This is an optimization exercise on Yosys and OpenROAD, whose aim is small area, a short achievable clock period and few clock cycles per item, not a production implementation. At most, simulation tests tie the RTL to the original design; equivalence was not proved. Power is estimated from default activity; no workload was simulated.

==> 07-18 <==
==> flow/design.v <==
`default_nettype none
package skinny_data_pkg;
   typedef logic [127:0] block_t;
   typedef logic [7:0]   cell_t;
   typedef logic [5:0]   rc_t;
endpackage
`default_nettype wire
`default_nettype none
package skinny_ctrl_pkg;
   localparam int UNROLL = 1;
   localparam int CYCLES = 40 / 1;
endpackage
`default_nettype wire
`default_nettype none
module skinny_round_ctrl (
   input  wire logic clk,
   input  wire logic rst,
   input  wire logic start,
   input  wire logic last_round,
   output logic      busy,
   output logic      done,
   output logic      run,
   output logic      idle,
   output logic      pol
);
   logic go;
   assign go = busy || (!done && start);
   always_ff @(posedge clk) begin
      if (rst) begin
         busy <= 1'b0;
         done <= 1'b0;
         run  <= 1'b0;
         idle <= 1'b1;
      end else begin
         busy <= busy ? !last_round : (!done && start);
         done <= busy && last_round;
         run  <= go;
         idle <= !go;
      end
   end
   always_ff @(posedge clk) begin
      pol <= idle || !pol;
   end
endmodule
`default_nettype wire
`default_nettype none
module skinny_round_counter (
   input  wire logic                     clk,
   input  wire logic                     run,
   input  wire logic                     idle,
   output logic [6*1-1:0]   rcs,
   output logic                          last_round
);
   localparam int U = 1;
   function automatic logic [5:0] rc_step(input logic [5:0] rc);
      rc_step = {rc[4:0], rc[5] ^ rc[4] ^ 1'b1};
   endfunction
   function automatic logic [5:0] rc_after(input int n);
      logic [5:0] r;
      r = '0;
      for (int i = 0; i < n; i++) r = rc_step(r);
      rc_after = r;
   endfunction
   localparam logic [5:0] LAST_RC = rc_after(40 - U);
   logic [5:0] lfsr;
   logic [5:0] chain [U+1];
   always_comb begin
      chain[0] = lfsr;
      for (int j = 0; j < U; j++) begin
         chain[j+1]    = rc_step(chain[j]);
         rcs[6*j +: 6] = chain[j+1];
      end
   end
   assign last_round = (lfsr == LAST_RC);
   always_ff @(posedge clk) begin
      lfsr <= chain[U] & {6{run}} & {6{!idle}};
   end
endmodule
`default_nettype wire
`default_nettype none
module skinny_sbox8 (
   input  wire logic [7:0] si,
   output logic [7:0]      so
);
   logic [7:0] a;
   assign a[0] = ~(si[7] | si[6]) ^ si[4];
   assign a[1] = ~(si[3] | si[2]) ^ si[0];
   assign a[2] = ~(si[2] | si[1]) ^ si[6];
   assign a[3] = ~(a[0] | a[1]) ^ si[5];
   assign a[4] = ~(a[1] | si[3]) ^ si[1];
   assign a[5] = ~(a[2] | a[3]) ^ si[7];
   assign a[6] = ~(a[3] | a[0]) ^ si[3];
   assign so = {a[3], a[0], a[1], a[6], a[4], a[2], a[5], ~(a[4] | a[5])};
endmodule
module skinny_sbox8_k (
   input  wire logic [7:0] si,
   input  wire logic [7:1] kk,
   output logic [7:0]      so
);
   logic [7:0] a;
   assign a[0] = ~(si[7] | si[6]) ^ si[4];
   assign a[1] = ~(si[3] | si[2]) ^ si[0];
   assign a[2] = ~(si[2] | si[1]) ^ si[6];
   assign a[3] = ~(a[0] | a[1]) ^ si[5];
   assign a[4] = ~(a[1] | si[3]) ^ si[1];
   assign a[5] = ~(a[2] | a[3]) ^ si[7];
   assign a[6] = ~(a[3] | a[0]) ^ si[3];
   assign so = {a[3], a[0], a[1], a[6], a[4], a[2], a[5], ~(a[4] | a[5])} ^ {kk, 1'b0};
endmodule
module skinny_sbox_layer (
   input  wire logic [127:0] state_in,
   input  wire logic [55:0]  kk,
   output logic [127:0]      state_out
);
   for (genvar i = 0; i < 16; i++) begin : g_cell
      if (i >= 8) begin : g_key
         skinny_sbox8_k u_sbox (
            .si (state_in[i*8 +: 8]),
            .kk (kk[(i-8)*7 +: 7]),
            .so (state_out[i*8 +: 8])
         );
      end else begin : g_plain
         skinny_sbox8 u_sbox (
            .si (state_in[i*8 +: 8]),
            .so (state_out[i*8 +: 8])
         );
      end
   end
endmodule
`default_nettype wire
`default_nettype none
module skinny_round_early (
   input  wire logic [127:0] state_in,
   input  wire logic [7:0]   k0,      
   output logic [15:0]       e0
);
   logic [15:0] x, s;
   logic [3:0]  s0, s1, s2, s3;
   for (genvar c = 0; c < 16; c++) begin : g_cell
      if (c < 8) begin : g_key
         assign x[15-c] = state_in[127-8*c-5] ^ k0[7-c];
      end else begin : g_plain
         assign x[15-c] = state_in[127-8*c-5];
      end
   end
   assign s = {x[15:12], x[8], x[11:9], x[5:4], x[7:6], x[2:0], x[3]};
   assign {s0, s1, s2, s3} = s;
   assign e0 = {s0 ^ s2 ^ s3, s0, s1 ^ s2, s0 ^ s2};
endmodule
module skinny_round_mix (
   input  wire logic [127:0] sb,
   input  wire logic [15:0]  e0,
   input  wire logic [127:0] plaintext,
   input  wire logic         run,
   input  wire logic         idle,
   output logic [127:0]      state_nxt
);
   logic [127:0] s, t, m;
   logic [31:0]  y0, y1, y2, y3;
   assign s = {sb[127:96], sb[71:64], sb[95:72], sb[47:32], sb[63:48], sb[23:0], sb[31:24]};
   assign {y0, y1, y2, y3} = s;
   for (genvar c = 0; c < 16; c++) begin : g_cell
      logic [7:0] ec;
      assign ec[0]   = e0[15-c];
      assign ec[1]   = (c == 2 || c == 10 || c == 14);
      assign ec[7:2] = '0;
      assign t[127-8*c -: 8] = ec;
   end
   assign m = {(y0 ^ y2) ^ y3, y0, y1 ^ y2, y0 ^ y2};
   assign state_nxt = ((m ^ t) & {128{run}}) | (plaintext & {128{idle}});
endmodule
module skinny_round_datapath (
   input  wire logic [127:0] state_in,
   input  wire logic [63:0]  rtk,
   input  wire logic [5:0]   rc,
   input  wire logic [127:0] plaintext,
   input  wire logic         run,
   input  wire logic         idle,
   output logic [127:0]      state_nxt
);
   logic [127:0] sb;
   logic [15:0]  e0;
   logic [63:0]  kk;
   logic [55:0]  kk_hi;
   logic [7:0]   k0;
   assign kk = rtk ^ {4'h0, rc[3:0], 24'h0, 6'h0, rc[5:4], 24'h0};
   for (genvar c = 0; c < 8; c++) begin : g_kk
      assign kk_hi[(7-c)*7 +: 7] = kk[63-8*c -: 7];
      assign k0[7-c]             = kk[56-8*c];
   end
   skinny_sbox_layer u_sbox (
      .state_in  (state_in),
      .kk        (kk_hi),
      .state_out (sb)
   );
   skinny_round_early u_early (
      .state_in (state_in),
      .k0       (k0),
      .e0       (e0)
   );
   skinny_round_mix u_mix (
      .sb        (sb),
      .e0        (e0),
      .plaintext (plaintext),
      .run       (run),
      .idle      (idle),
      .state_nxt (state_nxt)
   );
endmodule
`default_nettype wire
`default_nettype none
module skinny_tweakey_schedule (
   input  wire logic                       run,
   input  wire logic                       idle,
   input  wire logic [383:0]               tweakey,
   input  wire logic                       pol,
   input  wire logic [127:0]               tk1_q,
   input  wire logic [127:0]               tk2_q,
   input  wire logic [127:0]               tk3_q,
   output logic [64*1-1:0]    rtk,      
   output logic [127:0]                    tk1_d,    
   output logic [127:0]                    tk2_d,
   output logic [127:0]                    tk3_d
);
   logic [127:0] tk1_nxt, tk2_nxt, tk3_nxt;  
   localparam int U = 1;
   localparam logic [63:0] PERM = 64'h9F8DAECB01234567;
   function automatic logic [127:0] permute(input logic [127:0] ki);
      logic [127:0] ko;
      for (int p = 0; p < 16; p++) begin
         ko[127-p*8 -: 8] = ki[127-int'(PERM[63-p*4 -: 4])*8 -: 8];
      end
      permute = ko;
   endfunction
   function automatic logic [127:0] step2(input logic [127:0] x, input logic fix);
      logic [127:0] p;
      p = permute(x);
      step2 = p;
      for (int c = 0; c < 8; c++) begin
         step2[127-c*8 -: 8] = {p[126-c*8 -: 7], p[127-c*8] ^ p[125-c*8] ^ fix};
      end
   endfunction
   function automatic logic [127:0] step3(input logic [127:0] x);
      logic [127:0] p;
      p = permute(x);
      step3 = p;
      for (int c = 0; c < 8; c++) begin
         step3[127-c*8 -: 8] = {p[120-c*8] ^ p[126-c*8], p[127-c*8 -: 7]};
      end
   endfunction
   logic [127:0] t1 [U+1];
   logic [127:0] t2 [U+1];
   logic [127:0] t3 [U+1];
   always_comb begin
      t1[0] = tk1_q;
      t2[0] = tk2_q;
      t3[0] = tk3_q;
      for (int j = 0; j < U; j++) begin
         rtk[64*j +: 64] = t1[j][127:64] ^ t2[j][127:64] ^ t3[j][127:64];
         t1[j+1] = permute(t1[j]);
         t2[j+1] = step2(t2[j], pol);
         t3[j+1] = step3(t3[j]);
      end
   end
   assign tk1_nxt = t1[U];
   assign tk2_nxt = t2[U];
   assign tk3_nxt = t3[U];
   assign tk3_d = (tk3_nxt & {128{run}}) | (tweakey[127:0] & {128{idle}});
   assign tk1_d = ~((tk1_nxt | {128{idle}}) & (tweakey[383:256] | {128{run}}));
   assign tk2_d = ~((tk2_nxt | {128{idle}}) & (tweakey[255:128] | {128{run}}));
endmodule
`default_nettype wire
`timescale 1ns/10ps
`default_nettype none
module skinny_core (
   input  wire logic                     clk,
   input  wire logic                     rst,
   input  wire logic                     start,
   input  wire skinny_data_pkg::block_t  plaintext,
   input  wire logic [383:0]             tweakey,
   output logic                          busy,
   output logic                          done,
   output skinny_data_pkg::block_t       ciphertext
);
   localparam int U = 1;
   logic                last_round;
   logic                run, idle, pol;
   logic [6*U-1:0]      rcs;
   logic [64*U-1:0]     rtk;
   logic [127:0]        state_q, tk1_q, tk2_q, tk3_q;
   logic [127:0]        tk1_d, tk2_d, tk3_d;
   skinny_round_ctrl u_ctrl (
      .clk        (clk),
      .rst        (rst),
      .start      (start),
      .last_round (last_round),
      .busy       (busy),
      .done       (done),
      .run        (run),
      .idle       (idle),
      .pol        (pol)
   );
   skinny_round_counter u_counter (
      .clk        (clk),
      .run        (run),
      .idle       (idle),
      .rcs        (rcs),
      .last_round (last_round)
   );
   skinny_tweakey_schedule u_sched (
      .run     (run),
      .idle    (idle),
      .tweakey (tweakey),
      .pol     (pol),
      .tk1_q   (tk1_q),
      .tk2_q   (tk2_q),
      .tk3_q   (tk3_q),
      .rtk     (rtk),
      .tk1_d   (tk1_d),
      .tk2_d   (tk2_d),
      .tk3_d   (tk3_d)
   );
   logic [127:0]        state_nxt;
   skinny_round_datapath u_round (
      .state_in  (state_q),
      .rtk       (rtk),
      .rc        (rcs),
      .plaintext (plaintext),
      .run       (run),
      .idle      (idle),
      .state_nxt (state_nxt)
   );
   always_ff @(posedge clk) begin
      state_q <= state_nxt;
      tk1_q   <= tk1_d;
      tk2_q   <= tk2_d;
      tk3_q   <= tk3_d;
   end
   assign ciphertext = state_q;
endmodule
`default_nettype wire
==> flow/flow/run.sh <==
#!/bin/bash
set -euo pipefail
bash standard.sh "BUFFER_PORTS_ARGS=-buffer_cell sky130_fd_sc_hd__buf_1" finish > standard_flow.log 2>&1
==> flow/standard.sh <==
#!/bin/bash
# synth_recipe.tcl (not shown) runs the flow's synth.tcl, then flattens the netlist and writes it again
# the make line also repeats each setting of config.mk as NAME=value (left out here)
make -C /OpenROAD-flow-scripts/flow DESIGN_CONFIG=/design/flow/config.mk WORK_HOME=/design/flow/orfs CLKGATE_MAP_FILE= SYNTH_SCRIPT=/design/flow/synth_recipe.tcl "${@:-finish}"
==> flow/config.mk <==
export PLATFORM = sky130hd
export DESIGN_NAME = skinny_core
export DESIGN_NICKNAME = skinny_core
export VERILOG_FILES = /design/flow/design.v
export SDC_FILE = /design/flow/constraint.sdc
export NUM_CORES = 4
export LEC_CHECK = 0
export CAP_MARGIN = 20
export CORE_AREA = 2.3 2.72 192.7 192.3
export CTS_BUF_LIST = sky130_fd_sc_hd__clkbuf_16
export CTS_CLUSTER_DIAMETER = 100
export CTS_CLUSTER_SIZE = 24
export DIE_AREA = 0 0 195 195
export SETUP_SLACK_MARGIN = 2.3
export SLEW_MARGIN = 20
export SYNTH_HIERARCHICAL = 1
export SYNTH_MINIMUM_KEEP_SIZE = 0
==> flow/constraint.sdc <==
create_clock -name core_clock -period 4.5 [get_ports {clk}]
set_input_delay 0.9000 -clock core_clock [delete_from_list [all_inputs] [get_ports {clk}]]
set_output_delay 0.9000 -clock core_clock [all_outputs]
set_load 0.01 [all_outputs]
==> 04-03: changes against 07-18 <==
--- a/flow/design.v
+++ b/flow/design.v
@@ -89,85 +89,66 @@
    assign a[3] = ~(a[0] | a[1]) ^ si[5];
    assign a[4] = ~(a[1] | si[3]) ^ si[1];
    assign a[5] = ~(a[2] | a[3]) ^ si[7];
-   assign a[6] = ~(a[3] | a[0]) ^ si[3];
-   assign so = {a[3], a[0], a[1], a[6], a[4], a[2], a[5], ~(a[4] | a[5])};
-endmodule
-module skinny_sbox8_k (
-   input  wire logic [7:0] si,
-   input  wire logic [7:1] kk,
-   output logic [7:0]      so
-);
-   logic [7:0] a;
-   assign a[0] = ~(si[7] | si[6]) ^ si[4];
-   assign a[1] = ~(si[3] | si[2]) ^ si[0];
-   assign a[2] = ~(si[2] | si[1]) ^ si[6];
-   assign a[3] = ~(a[0] | a[1]) ^ si[5];
-   assign a[4] = ~(a[1] | si[3]) ^ si[1];
-   assign a[5] = ~(a[2] | a[3]) ^ si[7];
-   assign a[6] = ~(a[3] | a[0]) ^ si[3];
-   assign so = {a[3], a[0], a[1], a[6], a[4], a[2], a[5], ~(a[4] | a[5])} ^ {kk, 1'b0};
+   assign so[7] = a[3];
+   assign so[6] = a[0];
+   assign so[5] = a[1];
+   assign so[4] = ~(a[3] | a[0]);          
+   assign so[3] = a[4];
+   assign so[2] = a[2];
+   assign so[1] = ~(a[2] | a[3]);          
+   assign so[0] = ~(a[4] | a[5]);          
 endmodule
 module skinny_sbox_layer (
    input  wire logic [127:0] state_in,
-   input  wire logic [55:0]  kk,
    output logic [127:0]      state_out
 );
    for (genvar i = 0; i < 16; i++) begin : g_cell
-      if (i >= 8) begin : g_key
-         skinny_sbox8_k u_sbox (
-            .si (state_in[i*8 +: 8]),
-            .kk (kk[(i-8)*7 +: 7]),
-            .so (state_out[i*8 +: 8])
-         );
-      end else begin : g_plain
-         skinny_sbox8 u_sbox (
-            .si (state_in[i*8 +: 8]),
-            .so (state_out[i*8 +: 8])
-         );
-      end
+      skinny_sbox8 u_sbox (
+         .si (state_in[i*8 +: 8]),
+         .so (state_out[i*8 +: 8])
+      );
    end
 endmodule
 `default_nettype wire
 `default_nettype none
 module skinny_round_early (
    input  wire logic [127:0] state_in,
-   input  wire logic [7:0]   k0,      
-   output logic [15:0]       e0
+   input  wire logic [63:0]  rtk,
+   input  wire logic [5:0]   rc,
+   output logic [127:0]      early
 );
-   logic [15:0] x, s;
-   logic [3:0]  s0, s1, s2, s3;
-   for (genvar c = 0; c < 16; c++) begin : g_cell
-      if (c < 8) begin : g_key
-         assign x[15-c] = state_in[127-8*c-5] ^ k0[7-c];
-      end else begin : g_plain
-         assign x[15-c] = state_in[127-8*c-5];
-      end
+   logic [127:0] z, e, s;
+   logic [31:0]  s0, s1, s2, s3;
+   for (genvar i = 0; i < 16; i++) begin : g_cell
+      logic [7:0] si;
+      assign si = state_in[i*8 +: 8];
+      assign z[i*8 +: 8] = {3'b000, si[3], 2'b00, si[7], si[2]};
    end
-   assign s = {x[15:12], x[8], x[11:9], x[5:4], x[7:6], x[2:0], x[3]};
+   assign e = z ^ {rtk, 64'h0} ^
+              {4'h0, rc[3:0], 24'h0, 6'h0, rc[5:4], 24'h0, 8'h02, 56'h0};
+   assign s = {e[127:96], e[71:64], e[95:72], e[47:32], e[63:48], e[23:0], e[31:24]};
    assign {s0, s1, s2, s3} = s;
-   assign e0 = {s0 ^ s2 ^ s3, s0, s1 ^ s2, s0 ^ s2};
+   assign early = {s0 ^ s2 ^ s3, s0, s1 ^ s2, s0 ^ s2};
 endmodule
 module skinny_round_mix (
    input  wire logic [127:0] sb,
-   input  wire logic [15:0]  e0,
+   input  wire logic [127:0] early,
    input  wire logic [127:0] plaintext,
    input  wire logic         run,
    input  wire logic         idle,
    output logic [127:0]      state_nxt
 );
-   logic [127:0] s, t, m;
-   logic [31:0]  y0, y1, y2, y3;
+   logic [127:0] state_out;
+   logic [127:0] s;
+   logic [31:0]  y0, y1, y2, y3, e0, e1, e2, e3;
    assign s = {sb[127:96], sb[71:64], sb[95:72], sb[47:32], sb[63:48], sb[23:0], sb[31:24]};
    assign {y0, y1, y2, y3} = s;
-   for (genvar c = 0; c < 16; c++) begin : g_cell
-      logic [7:0] ec;
-      assign ec[0]   = e0[15-c];
-      assign ec[1]   = (c == 2 || c == 10 || c == 14);
-      assign ec[7:2] = '0;
-      assign t[127-8*c -: 8] = ec;
-   end
-   assign m = {(y0 ^ y2) ^ y3, y0, y1 ^ y2, y0 ^ y2};
-   assign state_nxt = ((m ^ t) & {128{run}}) | (plaintext & {128{idle}});
+   assign {e0, e1, e2, e3} = early;
+   assign state_out = {(y0 ^ y2) ^ (y3 ^ e0),
+                       y0 ^ e1,
+                       y1 ^ (y2 ^ e2),
+                       (y0 ^ y2) ^ e3};
+   assign state_nxt = (state_out & {128{run}}) | (plaintext & {128{idle}});
 endmodule
 module skinny_round_datapath (
    input  wire logic [127:0] state_in,
@@ -178,29 +159,20 @@
    input  wire logic         idle,
    output logic [127:0]      state_nxt
 );
-   logic [127:0] sb;
-   logic [15:0]  e0;
-   logic [63:0]  kk;
-   logic [55:0]  kk_hi;
-   logic [7:0]   k0;
-   assign kk = rtk ^ {4'h0, rc[3:0], 24'h0, 6'h0, rc[5:4], 24'h0};
-   for (genvar c = 0; c < 8; c++) begin : g_kk
-      assign kk_hi[(7-c)*7 +: 7] = kk[63-8*c -: 7];
-      assign k0[7-c]             = kk[56-8*c];
-   end
+   logic [127:0] sb, early;
    skinny_sbox_layer u_sbox (
       .state_in  (state_in),
-      .kk        (kk_hi),
       .state_out (sb)
    );
    skinny_round_early u_early (
       .state_in (state_in),
-      .k0       (k0),
-      .e0       (e0)
+      .rtk      (rtk),
+      .rc       (rc),
+      .early    (early)
    );
    skinny_round_mix u_mix (
       .sb        (sb),
-      .e0        (e0),
+      .early     (early),
       .plaintext (plaintext),
       .run       (run),
       .idle      (idle),
--- a/flow/config.mk
+++ b/flow/config.mk
@@ -11,7 +11,7 @@
 export CTS_CLUSTER_DIAMETER = 100
 export CTS_CLUSTER_SIZE = 24
 export DIE_AREA = 0 0 195 195
-export SETUP_SLACK_MARGIN = 2.3
+export SETUP_SLACK_MARGIN = 2.45
 export SLEW_MARGIN = 20
 export SYNTH_HIERARCHICAL = 1
 export SYNTH_MINIMUM_KEEP_SIZE = 0
==> notes <==
- Between 04-03 and 07-18, the lower clock skew is in 07-18 (gap 0.0023 ns).
- Of 07-18 and 04-03, 04-03 has the higher area after synthesis (gap about 8%, measured against 04-03).
- In register-to-register slack, 04-03 and 07-18 hardly differ.
- Of 04-03 and 07-18, 04-03 has the higher clock-buffer cell count (gap 1).
- Of 04-03 and 07-18, 04-03 has the higher synthesized cell count (gap 5.7%, measured against 07-18).
- Of 04-03 and 07-18, 07-18 has the higher fmax (gap about 0.34%, measured against 07-18).
- Against 04-03, the non-clock buffer count of 07-18 is lower by 103.
- Between 04-03 and 07-18, the lower sequential share of layout area is in 04-03 (gap 3.7 points).
- Against 07-18, the cell area of 04-03 is higher by about 13%.
==> figures <==
metric                                                          04-03                07-18
Vias post-DR                                                   19.93k               18.41k
Result of the run                            timing/DRC/antenna clean  timing/DRC/antenna clean
Mean number of vias per cell                                    6.170                5.998
Multi-input gate area in the final layout                  11720 um^2           10310 um^2
Dpl hpwl                                                     68450 um             65600 um
WL met3                                                       8450 um              6520 um
Number of multi-input combinational cells                        1331                 1321
Endpoint arrival time on the critical path                    2.78 ns              2.71 ns
Combinational logic power                                    0.0173 W             0.0124 W
Total power of the final layout                             0.02704 W            0.02198 W
Filler instances                                                 2347                 2861
Synth Area in Adders                                         0.05479%             0.05967%
Buffer and inverter count on the worst path                         0                    2
CP Depth                                                            7                    9
Met3 capacity usage during global routing                      9.534%               7.841%
XOR/XNOR Fraction of Synth Area                                20.86%               18.04%
Crit path capture                                 state_q[16]$_DFF_P_  state_q[48]$_DFF_P_
Final clock period utilization by the worst path               50.90%               50.72%
Detailed Route WL                                            88980 um             82440 um
Testbench counts of 07-18, summed over its fixed seeds: cycles 16,120, items 384.
Function not checked in 04-03: the RTL went through the layout flow alone.

==> afterwards: timing with drivers on the ports <==
The results above use ideal ports. As a check the final layouts listed here were re-extracted and re-timed, cells and wires unchanged. Step 1, drivers: a clkbuf_16 drives clk and a buf_2 each remaining input, both assumed. Step 2 times the ports against the registers' clock, not the clock port: input delays grow and output delays shrink by t, the midpoint of the rising clock arrivals with the driver on. Slacks: ideal / step 1 / step 2; pairs: ideal / step 1.
| run | t (ns) | setup WS [ns] | hold slack, ns |
|---|---|---|---|
| 07-18 | 0.633 | 2.217 / 2.217 / 2.217 | 0.421 / 0.421 / 0.421 |
| 04-03 | 0.662 | 2.210 / 2.210 / 2.210 | 0.420 / 0.420 / 0.420 |
After both steps every run listed still meets setup and hold.
